Source: an optimization exercise on an open RTL-to-GDS flow (aim: small area). Production flows keep margins and buffers that such runs may drop.
Where RTL was checked, it was by simulation tests only, not by an equivalence proof against the original.
Power and IR drop assume default switching activity. No driver is modelled on the clock port, so clocking that relies on it looks cheaper here than on a real chip.

// mips_cpu
module mips_cpu (
    input  wire logic                        clk,
    input  wire logic                        clk_en,
    input  wire logic                        reset,
    input  wire logic [32-1:0] r_data,    
    output logic                             wr_en,
    output logic [32-1:0]      mem_addr,
    output logic [32-1:0]      w_data
);
    mips_pkg::state_t      st;
    logic [4:0]  ph;
    logic        pol;
    logic [31:1] rf_q;        
    logic        pc_q;        
    logic [29:0] mar;         
    logic [31:0] wd;          
    logic        c;           
    logic        cp;          
    logic        flag;        
    logic        x1, x2;      
    logic [5:0] op;
    logic [4:0] rs, rt, rd;
    assign op = r_data[31:26];
    assign rs = r_data[25:21];
    assign rt = r_data[20:16];
    assign rd = r_data[15:11];
    logic is_r, is_j, is_beq, is_bne, is_addi, is_lw, is_sw;
    assign is_r    = (op == mips_pkg::OP_R);
    assign is_j    = (op == mips_pkg::OP_J);
  ...
clock: 10.0 ns
lec_check: 0
cap_margin: 20
core_margin: 2
core_utilization: 60
slew_margin: 20
synth_hierarchical: 1
standard.sh (not shown) runs the stock make flow with config.mk's settings and CLKGATE_MAP_FILE= SYNTH_SCRIPT=/design/flow/synth_recipe.tcl, a recipe that flattens the netlist after the stock synthesis.
==> flow/flow/run.sh <==
#!/bin/bash
# The standard layout, with buf_1 port buffers and a clock tree of
# clkbuf_8 leaf clusters without dummy loads. standard.sh's output goes to
# standard.log; ORFS keeps each tool's log under orfs/logs.
export BUFFER_PORTS_ARGS="-buffer_cell sky130_fd_sc_hd__buf_1"
export CTS_ARGS="-sink_clustering_enable -repair_clock_nets -dont_use_dummy_load -buf_list sky130_fd_sc_hd__clkbuf_8 -sink_clustering_size 16 -sink_clustering_max_diameter 200"
bash standard.sh > standard.log 2>&1
The baseline completed with no timing, DRC or antenna violations.
Next try:
--- a/flow/flow/run.sh
+++ b/flow/flow/run.sh
@@ -6 +6 @@
-export CTS_ARGS="-sink_clustering_enable -repair_clock_nets -dont_use_dummy_load -buf_list sky130_fd_sc_hd__clkbuf_8 -sink_clustering_size 16 -sink_clustering_max_diameter 200"
+export CTS_ARGS="-sink_clustering_enable -repair_clock_nets -dont_use_dummy_load -buf_list sky130_fd_sc_hd__clkbuf_8 -sink_clustering_size 18 -sink_clustering_max_diameter 200"
CORE_UTILIZATION = 70   (was 60)
After rerunning: Combinational power is about the same. Worst hold slack loses 0.0060 ns. Via count grows slightly. Area after synthesis is unchanged. Final area shrinks slightly. Total power shrinks slightly.
Function was not checked in any run of this note: the RTL went through the layout flow alone.


## red
mips_cpu, a different RTL version from the one above (not shown whole).
Size: ~2700 cells after synthesis, about 1100 flip-flops, about 100 I/O pins, ~32000 sq um of cells after synthesis.
==> flow/config.mk <==
export PLATFORM = sky130hd
export DESIGN_NAME = mips_cpu
export DESIGN_NICKNAME = mips_cpu
export VERILOG_FILES = /design/flow/design.v
export SDC_FILE = /design/flow/constraint.sdc
export NUM_CORES = 4
export LEC_CHECK = 0
export CAP_MARGIN = 0
export CORE_MARGIN = 2
export CORE_UTILIZATION = 65
export SLEW_MARGIN = 0
export SYNTH_HIERARCHICAL = 1
==> flow/constraint.sdc <==
create_clock -name core_clock -period 10.0 [get_ports {clk}]
set_input_delay 2.0000 -clock core_clock [delete_from_list [all_inputs] [get_ports {clk}]]
set_output_delay 2.0000 -clock core_clock [all_outputs]
set_load 0.01 [all_outputs]
==> flow/flow/run.sh <==
#!/bin/bash
# The standard layout, with buf_1 port buffers and a clock tree of up to 20-sink
# clkbuf_8 leaf clusters without dummy loads. standard.sh's output goes to
# standard.log; ORFS keeps each tool's log under orfs/logs. Tie cells are
# not split per load (SKIP_REPAIR_TIE_FANOUT).
export BUFFER_PORTS_ARGS="-buffer_cell sky130_fd_sc_hd__buf_1"
export CTS_ARGS="-sink_clustering_enable -repair_clock_nets -dont_use_dummy_load -buf_list sky130_fd_sc_hd__clkbuf_8 -sink_clustering_size 20 -sink_clustering_max_diameter 70"
export SKIP_REPAIR_TIE_FANOUT=1
bash standard.sh > standard.log 2>&1
## Diff of input files: blue against red
Settings: CORE_UTILIZATION: 65 -> 70; SLEW_MARGIN: 0 -> 20; CAP_MARGIN: 0 -> 20.
- [compare] base=red new=blue: fmax moved down; routed metal-1 wire length moved down; number of buffers inserted during clock tree synthesis level; non-clock buffer count moved up; final critical-path required period moved up.
- Comparing red with blue, the share of cell area taken by flip-flops and latches came out essentially unchanged.
- Relative to red, global-route usage has increased by 1.6 points in blue.
- Diff red -> blue | worst path setup slack after routing | decrease of 71 ps
- There was hardly any difference in overall power of the completed layout between red and blue.
- Compared with red, total half-perimeter wirelength after legalization and detailed placement in blue increased by a few percent.
Relative to blue, the following input files were edited for green:
Settings: putting GPL_TIMING_DRIVEN at 0 where nothing was set.
### Flow results
green vs. blue: final area now sits higher; combinational power share +1.1 points; final total power increased by 1.6% relative to the old numbers; clock-buffer cell count roughly the same. The flow did not stop early for green: all stages ran, and the layout cleared the timing, design-rule and antenna checks. blue finished end to end and its layout was clean on timing, DRC and antenna. Detailed-routing wirelength on met1 (lower): blue. green has critical path data required time above what blue had. Global-route usage: higher on green.


mips_cpu, a different RTL version from the one above (not shown whole).
Size in the first run: about 2700 cells after synthesis, roughly 1100 flip-flops, ~100 I/O pins, roughly 32000 um^2 of cells after synthesis.
clock: 10.0 ns
lec_check: 0
cap_margin: 20
core_margin: 2
core_utilization: 70
slew_margin: 20
synth_hierarchical: 1
==> flow/flow/run.sh <==
#!/bin/bash
# The standard layout, with buf_1 port buffers and a clock tree of up to 20-sink
# clkbuf_8 leaf clusters without dummy loads. standard.sh's output goes to
# standard.log; ORFS keeps each tool's log under orfs/logs. Tie cells are
# not split per load (SKIP_REPAIR_TIE_FANOUT).
export BUFFER_PORTS_ARGS="-buffer_cell sky130_fd_sc_hd__buf_1"
export CTS_ARGS="-sink_clustering_enable -repair_clock_nets -dont_use_dummy_load -buf_list sky130_fd_sc_hd__clkbuf_16 -sink_clustering_size 36 -sink_clustering_max_diameter 70"
export SKIP_REPAIR_TIE_FANOUT=1
bash standard.sh > standard.log 2>&1
The first run went through all stages and came out clean.
Next try:
==> flow/flow/run.sh (replaced) <==
#!/bin/bash
# The standard layout, with buf_1 port buffers and a clock tree of up to 20-sink
# clkbuf_8 leaf clusters without dummy loads. standard.sh's output goes to
# standard.log; ORFS keeps each tool's log under orfs/logs. Tie cells are
# not split per load (SKIP_REPAIR_TIE_FANOUT).
export BUFFER_PORTS_ARGS="-buffer_cell sky130_fd_sc_hd__buf_1"
export CTS_ARGS="-sink_clustering_enable -repair_clock_nets -dont_use_dummy_load -buf_list sky130_fd_sc_hd__clkbuf_8 -sink_clustering_size 20 -sink_clustering_max_diameter 70"
export SKIP_REPAIR_TIE_FANOUT=1
bash standard.sh > standard.log 2>&1
The changed run went through all stages and came out clean.
Hold slack is better by 33 ps.
Total power fell by a few percent.
Cell count rose slightly.
Worst setup slack is better by 87 ps.
Via count barely changes.
Non-clock buffer count went up by 1.
First-iteration DRC count fell slightly.
Area after synthesis stays the same.
Utilization goes down by 0.36 points.
Cell area goes down slightly.
Critical path depth is unchanged.
Function was not checked in any run of this note: the RTL went through the layout flow alone.


Another version of the RTL of mips_cpu (not shown whole).
Size: ~2700 cells after synthesis, roughly 1100 flip-flops, about 100 I/O pins, about 32000 µm² of cells after synthesis.
==> flow/config.mk <==
export PLATFORM = sky130hd
export DESIGN_NAME = mips_cpu
export DESIGN_NICKNAME = mips_cpu
export VERILOG_FILES = /design/flow/design.v
export SDC_FILE = /design/flow/constraint.sdc
export NUM_CORES = 4
export LEC_CHECK = 0
export CAP_MARGIN = 20
export CORE_MARGIN = 2
export CORE_UTILIZATION = 70
export SLEW_MARGIN = 20
export SYNTH_HIERARCHICAL = 1
==> flow/constraint.sdc <==
create_clock -name core_clock -period 10.0 [get_ports {clk}]
set_input_delay 2.0000 -clock core_clock [delete_from_list [all_inputs] [get_ports {clk}]]
set_output_delay 2.0000 -clock core_clock [all_outputs]
set_load 0.01 [all_outputs]
==> flow/flow/run.sh <==
#!/bin/bash
# The standard layout, with buf_1 port buffers and a clock tree of
# clkbuf_8 leaf clusters without dummy loads. standard.sh's output goes to
# standard.log; ORFS keeps each tool's log under orfs/logs.
export BUFFER_PORTS_ARGS="-buffer_cell sky130_fd_sc_hd__buf_1"
export CTS_ARGS="-sink_clustering_enable -repair_clock_nets -dont_use_dummy_load -buf_list sky130_fd_sc_hd__clkbuf_8 -sink_clustering_size 16 -sink_clustering_max_diameter 200"
export RECOVER_POWER=100
export SKIP_REPAIR_TIE_FANOUT=1
bash standard.sh > standard.log 2>&1
The baseline finished but fails on capacitance limit, slew limit.
Next try:
--- a/flow/flow/run.sh
+++ b/flow/flow/run.sh
@@ -5,5 +5,3 @@
 export BUFFER_PORTS_ARGS="-buffer_cell sky130_fd_sc_hd__buf_1"
 export CTS_ARGS="-sink_clustering_enable -repair_clock_nets -dont_use_dummy_load -buf_list sky130_fd_sc_hd__clkbuf_8 -sink_clustering_size 16 -sink_clustering_max_diameter 200"
-export RECOVER_POWER=100
-export SKIP_REPAIR_TIE_FANOUT=1
 bash standard.sh > standard.log 2>&1
Now the flow produced a clean layout. Flip-flop and latch count does not change. Setup slack improved by 1.1 ns. Core utilization increases by 0.54 points. Routed wire length increases by 2.0%. Sequential share of layout area decreases by 0.50 points. First-iteration DRC count decreases by 1.8%. Cell count increases by 0.73%. Register-to-register slack got worse by 0.25 ns. Worst hold slack hardly moves.
No run of this note included a check of the RTL's function; only the layout flow was run.


mips_cpu, a different RTL version from the one above (not shown whole).
For scale: roughly 2800 cells after synthesis, roughly 100 I/O pins, ~34000 µm² of cells after synthesis.
// mips_cpu
module mips_cpu (
    input  wire logic                        clk,
    input  wire logic                        clk_en,
    input  wire logic                        reset,
    input  wire logic [32-1:0] r_data,    
    output logic                             wr_en,
    output logic [32-1:0]      mem_addr,
    output logic [32-1:0]      w_data
);
    mips_pkg::state_t      st;
    logic [4:0]  ph;
    logic        pol;
    logic [31:1] rf_q;        
    logic        pc_q;        
    logic [29:0] mar;         
    logic [31:0] wd;          
    logic [4:0]  ld_rt;       
    logic        c;           
    logic        cp;          
    logic        flag;        
    logic        x1, x2;      
    logic [5:0] op;
    logic [4:0] rs, rt, rd;
    assign op = r_data[31:26];
    assign rs = r_data[25:21];
    assign rt = r_data[20:16];
    assign rd = r_data[15:11];
    logic is_r, is_j, is_beq, is_bne, is_addi, is_lw, is_sw;
    assign is_r    = (op == mips_pkg::OP_R);
    assign is_j    = (op == mips_pkg::OP_J);
    assign is_beq  = (op == mips_pkg::OP_BEQ);
    assign is_bne  = (op == mips_pkg::OP_BNE);
    assign is_addi = (op == mips_pkg::OP_ADDI);
    assign is_lw   = (op == mips_pkg::OP_LW);
    assign is_sw   = (op == mips_pkg::OP_SW);
    logic s_boot, s_ex, s_slt, s_br, s_swl, s_sws, s_lw, s_pc, s_pcs;
    assign s_boot = (st == mips_pkg::st_boot);
    assign s_ex   = (st == mips_pkg::st_ex);
    assign s_slt  = (st == mips_pkg::st_slt);
    assign s_br   = (st == mips_pkg::st_br);
    assign s_swl  = (st == mips_pkg::st_swl);
    assign s_sws  = (st == mips_pkg::st_sws);
    assign s_lw   = (st == mips_pkg::st_lw);
    assign s_pc   = (st == mips_pkg::st_pc);
    assign s_pcs  = (st == mips_pkg::st_pcs);
    logic ph0, ph2, last, hi;
    assign ph0  = (ph == 5'd0);
    assign ph2  = (ph == 5'd2);
    assign last = (ph == 5'd31);
  ...
==> flow/config.mk <==
export PLATFORM = sky130hd
export DESIGN_NAME = mips_cpu
export DESIGN_NICKNAME = mips_cpu
export VERILOG_FILES = /design/flow/design.v
export SDC_FILE = /design/flow/constraint.sdc
export NUM_CORES = 4
export LEC_CHECK = 0
export CAP_MARGIN = 20
export CORE_MARGIN = 2
export CORE_UTILIZATION = 40
export CTS_BUF_LIST = sky130_fd_sc_hd__clkbuf_4
export SLEW_MARGIN = 20
export SYNTH_HIERARCHICAL = 1
==> flow/constraint.sdc <==
create_clock -name core_clock -period 10.0 [get_ports {clk}]
set_input_delay 2.0000 -clock core_clock [delete_from_list [all_inputs] [get_ports {clk}]]
set_output_delay 2.0000 -clock core_clock [all_outputs]
set_load 0.01 [all_outputs]
run.sh (not shown) runs the stock make flow with config.mk's settings and CLKGATE_MAP_FILE= SYNTH_SCRIPT=/design/flow/synth_recipe.tcl, a recipe that flattens the netlist after the stock synthesis.
Stock flow here: none of the scripts above is used.
The starting point produced a clean layout.
Rerun with:
- CORE_UTILIZATION: 40 -> 60
- CTS_BUF_LIST: sky130_fd_sc_hd__clkbuf_4 -> sky130_fd_sc_hd__clkbuf_8
- CTS_CLUSTER_SIZE: default -> 30
What happened:
- worst setup slack improved by 310 ps
- die area falls by a quarter to a third
- utilization is higher by 21 points
- synthesized cell count is unchanged
- worst hold slack gains 51 ps
- fmax rose by a few percent
- synthesized area does not change


mips_cpu, a different RTL version from the one above (not shown whole).
For scale: roughly 1100 flip-flops, about 100 I/O pins.
==> flow/config.mk <==
export PLATFORM = sky130hd
export DESIGN_NAME = mips_cpu
export DESIGN_NICKNAME = mips_cpu
export VERILOG_FILES = /design/flow/design.v
export SDC_FILE = /design/flow/constraint.sdc
export NUM_CORES = 4
export LEC_CHECK = 0
export CAP_MARGIN = 20
export CORE_MARGIN = 2
export CORE_UTILIZATION = 70
export SLEW_MARGIN = 20
export SYNTH_HIERARCHICAL = 1
==> flow/constraint.sdc <==
create_clock -name core_clock -period 10.0 [get_ports {clk}]
set_input_delay 2.0000 -clock core_clock [delete_from_list [all_inputs] [get_ports {clk}]]
set_output_delay 2.0000 -clock core_clock [all_outputs]
set_load 0.01 [all_outputs]
standard.sh (not shown) runs the stock make flow with config.mk's settings and CLKGATE_MAP_FILE= SYNTH_SCRIPT=/design/flow/synth_recipe.tcl, a recipe that flattens the netlist after the stock synthesis.
==> flow/flow/run.sh <==
#!/bin/bash
# The standard layout, with buf_1 port buffers and a clock tree of
# clkbuf_8 leaf clusters without dummy loads. standard.sh's output goes to
# standard.log; ORFS keeps each tool's log under orfs/logs.
export BUFFER_PORTS_ARGS="-buffer_cell sky130_fd_sc_hd__buf_1"
export CTS_ARGS="-sink_clustering_enable -repair_clock_nets -dont_use_dummy_load -buf_list sky130_fd_sc_hd__clkbuf_4 -sink_clustering_size 9 -sink_clustering_max_diameter 200"
export SKIP_REPAIR_TIE_FANOUT=1
bash standard.sh > standard.log 2>&1
Change:
==> flow/flow/run.sh (replaced) <==
#!/bin/bash
# The standard layout, with buf_1 port buffers and a clock tree of
# clkbuf_8 leaf clusters without dummy loads. standard.sh's output goes to
# standard.log; ORFS keeps each tool's log under orfs/logs.
export BUFFER_PORTS_ARGS="-buffer_cell sky130_fd_sc_hd__buf_1"
export CTS_ARGS="-sink_clustering_enable -repair_clock_nets -dont_use_dummy_load -buf_list sky130_fd_sc_hd__clkbuf_8 -sink_clustering_size 16 -sink_clustering_max_diameter 200"
export SKIP_REPAIR_TIE_FANOUT=1
bash standard.sh > standard.log 2>&1
Outcome: Via count drops by 1.7%; first-iteration DRC count climbs by 0.69%; worst hold slack got worse by 0.030 ns; utilization hardly moves; sequential share of layout area barely changes; clock power is about the same; cell count drops by 2.0%; total power hardly moves; combinational power is about the same.
Change:
--- a/flow/flow/run.sh
+++ b/flow/flow/run.sh
@@ -5,4 +5,3 @@
 export BUFFER_PORTS_ARGS="-buffer_cell sky130_fd_sc_hd__buf_1"
 export CTS_ARGS="-sink_clustering_enable -repair_clock_nets -dont_use_dummy_load -buf_list sky130_fd_sc_hd__clkbuf_8 -sink_clustering_size 16 -sink_clustering_max_diameter 200"
-export SKIP_REPAIR_TIE_FANOUT=1
 bash standard.sh > standard.log 2>&1
Sequential power barely changes. Power stays flat. Count of clock-buffer cells in the layout is unchanged.
No functional check of the RTL was part of any run of this note.


Another version of the RTL of mips_cpu (not shown whole).
Size in the first run: about 2800 cells after synthesis, roughly 1100 flip-flops, about 100 I/O pins.
Settings: LEC_CHECK=0, CAP_MARGIN=20, CORE_MARGIN=2, CORE_UTILIZATION=80, SLEW_MARGIN=20, SYNTH_HIERARCHICAL=1; clock period 10.0 ns.
==> flow/flow/run.sh <==
#!/bin/bash
# The standard layout, with buf_1 port buffers and a clock tree of
# clkbuf_8 leaf clusters without dummy loads. standard.sh's output goes to
# standard.log; ORFS keeps each tool's log under orfs/logs.
export BUFFER_PORTS_ARGS="-buffer_cell sky130_fd_sc_hd__buf_1"
export CTS_ARGS="-sink_clustering_enable -repair_clock_nets -dont_use_dummy_load -buf_list sky130_fd_sc_hd__clkbuf_8 -sink_clustering_size 17 -sink_clustering_max_diameter 200"
bash standard.sh > standard.log 2>&1
Edit:
--- a/flow/flow/run.sh
+++ b/flow/flow/run.sh
@@ -6 +6,2 @@
-export CTS_ARGS="-sink_clustering_enable -repair_clock_nets -dont_use_dummy_load -buf_list sky130_fd_sc_hd__clkbuf_8 -sink_clustering_size 17 -sink_clustering_max_diameter 200"
+export CTS_ARGS="-sink_clustering_enable -repair_clock_nets -dont_use_dummy_load -buf_list sky130_fd_sc_hd__clkbuf_8 -sink_clustering_size 16 -sink_clustering_max_diameter 200"
+export RECOVER_POWER=100
Settings changed: CORE_UTILIZATION 80 to 70.
=> Now the flow completed and failed the layout checks on capacitance limit, slew limit; core utilization drops by 10 points; critical path depth drops by 9; register-to-register slack degrades by 1200 ps.

[re-timing with driven ports]
How much do the figures lean on ideal ports? The routed layouts below were timed once more, with nothing changed but the port constraints. Step 1 (the two cells are an assumption about what drives the block):
set clk [get_ports {clk}]
set_driving_cell -lib_cell sky130_fd_sc_hd__clkbuf_16 $clk
set_driving_cell -lib_cell sky130_fd_sc_hd__buf_2 [delete_from_list [all_inputs] $clk]
Step 2 times the ports against the registers' clock, not the clock port: input delays grow and output delays shrink by t, the midpoint of the rising clock arrivals with the driver on. a / b / c = no drivers / after step 1 / after step 2; a / b = the first two.
run	t (ns)	setup WS [ns]	cell pins on the clock port's net
the first run of note 1	0.705	4.049 / 4.084 / 3.379	1
the second run of note 1	0.682	4.297 / 4.323 / 3.640	1
red	0.726	4.319 / 4.344 / 3.618	1
blue	0.708	4.248 / 4.279 / 3.572	1
green	0.740	3.516 / 3.532 / 2.796	1
the first run of note 3	0.633	3.823 / 3.858 / 3.226	1
the second run of note 3	0.712	3.910 / 3.937 / 3.225	1
the first run of note 4	0.692	2.306 / 2.237 / 1.617	1
the second run of note 4	0.708	3.370 / 3.381 / 2.675	1
the first run of note 5	1.118	3.455 / 3.374 / 2.256	1
the second run of note 5	0.841	3.764 / 3.791 / 2.951	1
the first run of note 6	1.001	3.933 / 3.933 / 3.091	1
the second run of note 6	0.707	3.817 / 3.794 / 3.088	1
the third run of note 6	0.692	3.686 / 3.662 / 2.970	1
the first run of note 7	0.685	4.559 / 4.581 / 3.905	1
the second run of note 7	0.692	3.160 / 3.193 / 2.502	1
For the first run of note 5, which loses most, drivers alone change the setup slack by -0.081 ns; drivers and shift together by -1.199 ns.
